This design comes from an exercise in tuning for small area on the open sky130 flow, not from production work.
Function was checked by simulation only, so behaviour that the tests miss may differ from the original.

the previous run:
==> module alu, before the edit <==
module alu (
    input  logic [64-1:0] a_i,
    input  logic [64-1:0] b_i,
    input  logic [2:0]         op_i,
    output logic [64-1:0] res_o
);
    logic               sub;
    logic               carry;
    logic               lt_s;
    logic [64-1:0] sum;
    logic [64-1:0] x;
    assign sub = op_i != 3'd0;
    assign {carry, sum} = {1'b0, a_i} + {1'b0, b_i ^ {64{sub}}} + {{64{1'b0}}, sub};
    assign x = a_i ^ b_i;
    assign lt_s = x[64-1] ? a_i[64-1] : sum[64-1];
    always_comb begin
        case (op_i)
            3'd0, 3'd1: res_o = sum;
            3'd2:  res_o = x;
            3'd3:   res_o = a_i | b_i;
            3'd4:  res_o = a_i & b_i;
            3'd5:  res_o = {{(64-1){1'b0}}, lt_s};
            3'd6: res_o = {{(64-1){1'b0}}, !carry};
            default:   res_o = {{(64-1){1'b0}}, x == '0};
        endcase
    end
endmodule
==> module instr_sequencer, before the edit <==
module instr_sequencer (
    input  logic                clk_i,
    input  logic                rst_i,
    input  logic                ack_i,
    input  logic [64-1:0]  dat_i,
    output logic [61-1:0] adr_o,
    output logic                cyc_o,
    output logic                we_o,
    output logic                vpa_o,
    output logic [64-1:0]  dat_o,
    output logic                slot_valid_o,
    output logic [3:0]          opcode_o,
    output logic [64-1:0]  operand_o,
    output logic                commit_o,
    output logic [64-1:0]  rdata_o,
    input  logic                mem_req_i,
    input  logic                mem_we_i,
    input  logic [61-1:0] mem_adr_i,
    input  logic [64-1:0]  mem_wdat_i,
    input  logic                tos_nonzero_i
);
    logic                run;         
    logic [2:0]          slot_cnt;    
    logic [2:0]          last;        
    logic [27:0]         ops;         
    logic [64-1:0]  dr;          
    logic [61-1:0] next_pa;     
    logic [61-1:0] ret_pa;
    logic [61-1:0] pa_sum;
    logic [8:0]          pa_inc;
    logic [3:0]          sub;
    logic [3:0]          slot_op;
    logic                need_fetch;
    logic                fetch_cyc;
    logic                fetch_done;
    logic                jump_taken;
    logic                is_call;
    logic                is_ret;
    always_comb begin
        case (slot_cnt)
            3'd1:    slot_op = ops[27:24];
            3'd2:    slot_op = ops[23:20];
            3'd3:    slot_op = ops[19:16];
            3'd4:    slot_op = ops[15:12];
            3'd5:    slot_op = ops[11:8];
            3'd6:    slot_op = ops[7:4];
            default: slot_op = ops[3:0];
        endcase
    end
    assign need_fetch = slot_cnt == 3'd0 || slot_cnt > last;
    assign fetch_cyc  = run && need_fetch;
    assign fetch_done = fetch_cyc && ack_i;
    assign slot_valid_o = run && !need_fetch;
    assign opcode_o     = slot_valid_o ? slot_op : 4'd0;
    assign operand_o    = dr;
    assign rdata_o      = dat_i;
    assign commit_o     = slot_valid_o && (!mem_req_i || ack_i);
    assign cyc_o = fetch_cyc || (slot_valid_o && mem_req_i);
    assign vpa_o = fetch_cyc;
    assign we_o  = !need_fetch && mem_we_i;
    assign adr_o = fetch_cyc ? next_pa : mem_adr_i;
    assign dat_o = mem_wdat_i;
    assign sub = dr[3:0];
    always_comb begin
        jump_taken = 1'b0;
        is_call    = 1'b0;
        is_ret     = 1'b0;
        case (opcode_o)
            4'd7: begin
                case (sub)
                    4'd0:  jump_taken = tos_nonzero_i;
                    4'd1:  jump_taken = !tos_nonzero_i;
                    4'd2:   jump_taken = 1'b1;
                    4'd3: begin
                        jump_taken = 1'b1;
                        is_call    = 1'b1;
                    end
                    default: ;
                endcase
            end
            4'd8: is_ret = 1'b1;
            default: ;
        endcase
    end
    assign pa_inc = fetch_cyc ? 9'd1 : {1'b0, dr[11:4]} - 9'd1;
    assign pa_sum = next_pa + {{(61-9){pa_inc[8]}}, pa_inc};
    operand_stack #(.W(61)) u_ret_stack (
        .clk_i (clk_i),
        .rst_i (rst_i),
        .push_i(commit_o && is_call),
        .pop_i (commit_o && is_ret),
        .pop2_i(1'b0),
        .dat_i (next_pa),        
        .top_o (ret_pa),
        .next_o()
    );
    always_ff @(posedge clk_i) begin
        if (rst_i) begin
            run      <= 1'b0;
            slot_cnt <= 3'd0;
            next_pa  <= 61'h1C00_0000_0000_0000;
        end else begin
            run <= 1'b1;
            if (fetch_done) begin
                next_pa  <= pa_sum;
                slot_cnt <= 3'd1;
            end else if (commit_o) begin
                if (is_ret) begin
                    next_pa  <= ret_pa;
                    slot_cnt <= 3'd0;
                end else if (jump_taken) begin
                    next_pa  <= pa_sum;
                    slot_cnt <= 3'd0;
                end else begin
                    slot_cnt <= slot_cnt + 3'd1;
                end
            end
        end
    end
    always_ff @(posedge clk_i) begin
        if (fetch_done) begin
            last <= dat_i[64-1] ? 3'd7 : dat_i[64-2 -: 3];
            ops  <= dat_i[64-5 -: 28];
            dr   <= dat_i;
        end else if (commit_o) begin
            case (opcode_o)
                4'd1:   dr <= dr >> 8;
                4'd2:  dr <= dr >> 16;
                4'd3:  dr <= dr >> 32;
                4'd4, 4'd5, 4'd6: dr <= dr >> 4;
                4'd7:  dr <= dr >> 12;
                default: ;
            endcase
        end
    end
endmodule
clock: 10.0 ns
lec_check: 0
cap_margin: 20
core_margin: 2
core_utilization: 40
slew_margin: 20
run.sh (not shown) runs the stock make flow with config.mk's settings and CLKGATE_MAP_FILE= SYNTH_SCRIPT=/design/flow/synth_recipe.tcl, a recipe that flattens the netlist after the stock synthesis.
Input changes introduced in the current run (baseline for comparison: the previous run):
-- flow/design.v --
<<< the previous run, line 59
    output logic [64-1:0] res_o
);
    logic               sub;
    logic               carry;
    logic               lt_s;
    logic [64-1:0] sum;
    logic [64-1:0] x;
    assign sub = op_i != 3'd0;
    assign {carry, sum} = {1'b0, a_i} + {1'b0, b_i ^ {64{sub}}} + {{64{1'b0}}, sub};
    assign x = a_i ^ b_i;
    assign lt_s = x[64-1] ? a_i[64-1] : sum[64-1];
    always_comb begin
        case (op_i)
>>> the current run, line 59
    output logic [64-1:0] res_o
);
    localparam int N = 64;
    logic         sub;
    logic         lt_s;
    logic [N-1:0] bb;
    logic [N-1:0] p;
    logic [N-1:0] gg;
    logic [N-1:0] pp;
    logic [N-1:0] sum;
    logic [N:0]   c;
    logic [N-1:0] x;
    assign sub = op_i != 3'd0;
    assign bb  = b_i ^ {N{sub}};
    assign p   = a_i ^ bb;
    always_comb begin
        gg = a_i & bb;
        pp = p;
        gg[0] = gg[0] | (p[0] & sub);
        for (int l = 1; l < N; l = l * 2)
            for (int i = 2 * l - 1; i < N; i += 2 * l) begin
                gg[i] = gg[i] | (pp[i] & gg[i-l]);
                pp[i] = pp[i] & pp[i-l];
            end
        for (int l = N / 4; l >= 1; l = l / 2)
            for (int i = 3 * l - 1; i < N; i += 2 * l) begin
                gg[i] = gg[i] | (pp[i] & gg[i-l]);
                pp[i] = pp[i] & pp[i-l];
            end
    end
    assign c    = {gg, sub};
    assign sum  = p ^ c[N-1:0];
    assign x    = a_i ^ b_i;
    assign lt_s = x[N-1] ? a_i[N-1] : sum[N-1];
    always_comb begin
        case (op_i)
<<< the previous run, line 74
            3'd3:   res_o = a_i | b_i;
            3'd4:  res_o = a_i & b_i;
            3'd5:  res_o = {{(64-1){1'b0}}, lt_s};
            3'd6: res_o = {{(64-1){1'b0}}, !carry};
            default:   res_o = {{(64-1){1'b0}}, x == '0};
        endcase
    end
>>> the current run, line 97
            3'd3:   res_o = a_i | b_i;
            3'd4:  res_o = a_i & b_i;
            3'd5:  res_o = {{(N-1){1'b0}}, lt_s};
            3'd6: res_o = {{(N-1){1'b0}}, !c[N]};
            default:   res_o = {{(N-1){1'b0}}, x == '0};
        endcase
    end
<<< the previous run, line 238
    logic [61-1:0] pa_sum;
    logic [8:0]          pa_inc;
    logic [3:0]          sub;
    logic [3:0]          slot_op;
>>> the current run, line 261
    logic [61-1:0] pa_sum;
    logic [8:0]          pa_inc;
    logic                pa_c9;
    logic                pa_inc_hi;
    logic                pa_dec_hi;
    logic [61-9:0] pa_t;
    logic [3:0]          sub;
    logic [3:0]          slot_op;
<<< the previous run, line 293
    end
    assign pa_inc = fetch_cyc ? 9'd1 : {1'b0, dr[11:4]} - 9'd1;
    assign pa_sum = next_pa + {{(61-9){pa_inc[8]}}, pa_inc};
    operand_stack #(.W(61)) u_ret_stack (
        .clk_i (clk_i),
>>> the current run, line 320
    end
    assign pa_inc = fetch_cyc ? 9'd1 : {1'b0, dr[11:4]} - 9'd1;
    assign {pa_c9, pa_sum[8:0]} = {1'b0, next_pa[8:0]} + {1'b0, pa_inc};
    assign pa_inc_hi = pa_c9 && !pa_inc[8];
    assign pa_dec_hi = !pa_c9 && pa_inc[8];
    always_comb begin
        pa_t[0] = pa_inc_hi || pa_dec_hi;
        for (int i = 0; i < 61 - 9; i++)
            pa_t[i+1] = pa_t[i] && (next_pa[9+i] ^ pa_dec_hi);
    end
    assign pa_sum[61-1:9] = next_pa[61-1:9] ^ pa_t[61-10:0];
    operand_stack #(.W(61)) u_ret_stack (
        .clk_i (clk_i),
[summary]
Summary — routed length on met2, the current run relative to the previous run: lower, by about 18%.
Against the previous run, worst setup slack after layout in the current run came out worse.
Global-route total usage across every layer: the current run vs the previous run down 2.7 points
Post-synthesis to final-layout area growth: the current run vs the previous run up 0.47 points
Cmp the previous run and the current run / routing usage on met3 / lower: the previous run
Row post-placement setup slack: the current run lower / the previous run higher
The current run against the previous run; total wire length after detailed routing is down by more than 10%.
The current run packs its core tighter than the previous run.
Summary — number of cells on the critical path, the current run relative to the previous run: higher, by 9.
As far as total count of hold-check failures in the final report goes, the previous run and the current run are indistinguishable; the numbers are identical.

## afterwards: timing with drivers on the ports
Ports are ideal in the flow. The routed layouts listed here were re-timed in OpenROAD.
Step 1 assumes that a clkbuf_16 drives the clock port and a buf_2 every other input.
Step 2 moves the port delays by t, midway between the first and last clock arrival at a register: inputs arrive t later, outputs are due t later. That takes back most of the time a late clock gives input paths.
Slacks: ideal ports / drivers / drivers and shift; pairs: ideal ports / drivers.
| run | t, ns | slack for setup (ns) | hold slack, ns | pins driven straight from the clock port |
|---|---|---|---|---|
| the previous run | 0.820 | 2.235 / 2.235 / 2.235 | 0.451 / 0.451 / 0.451 | 1 |
| the current run | 0.774 | 1.573 / 1.573 / 1.573 | 0.450 / 0.450 / 0.450 | 1 |
After both steps every run listed still meets setup and hold.
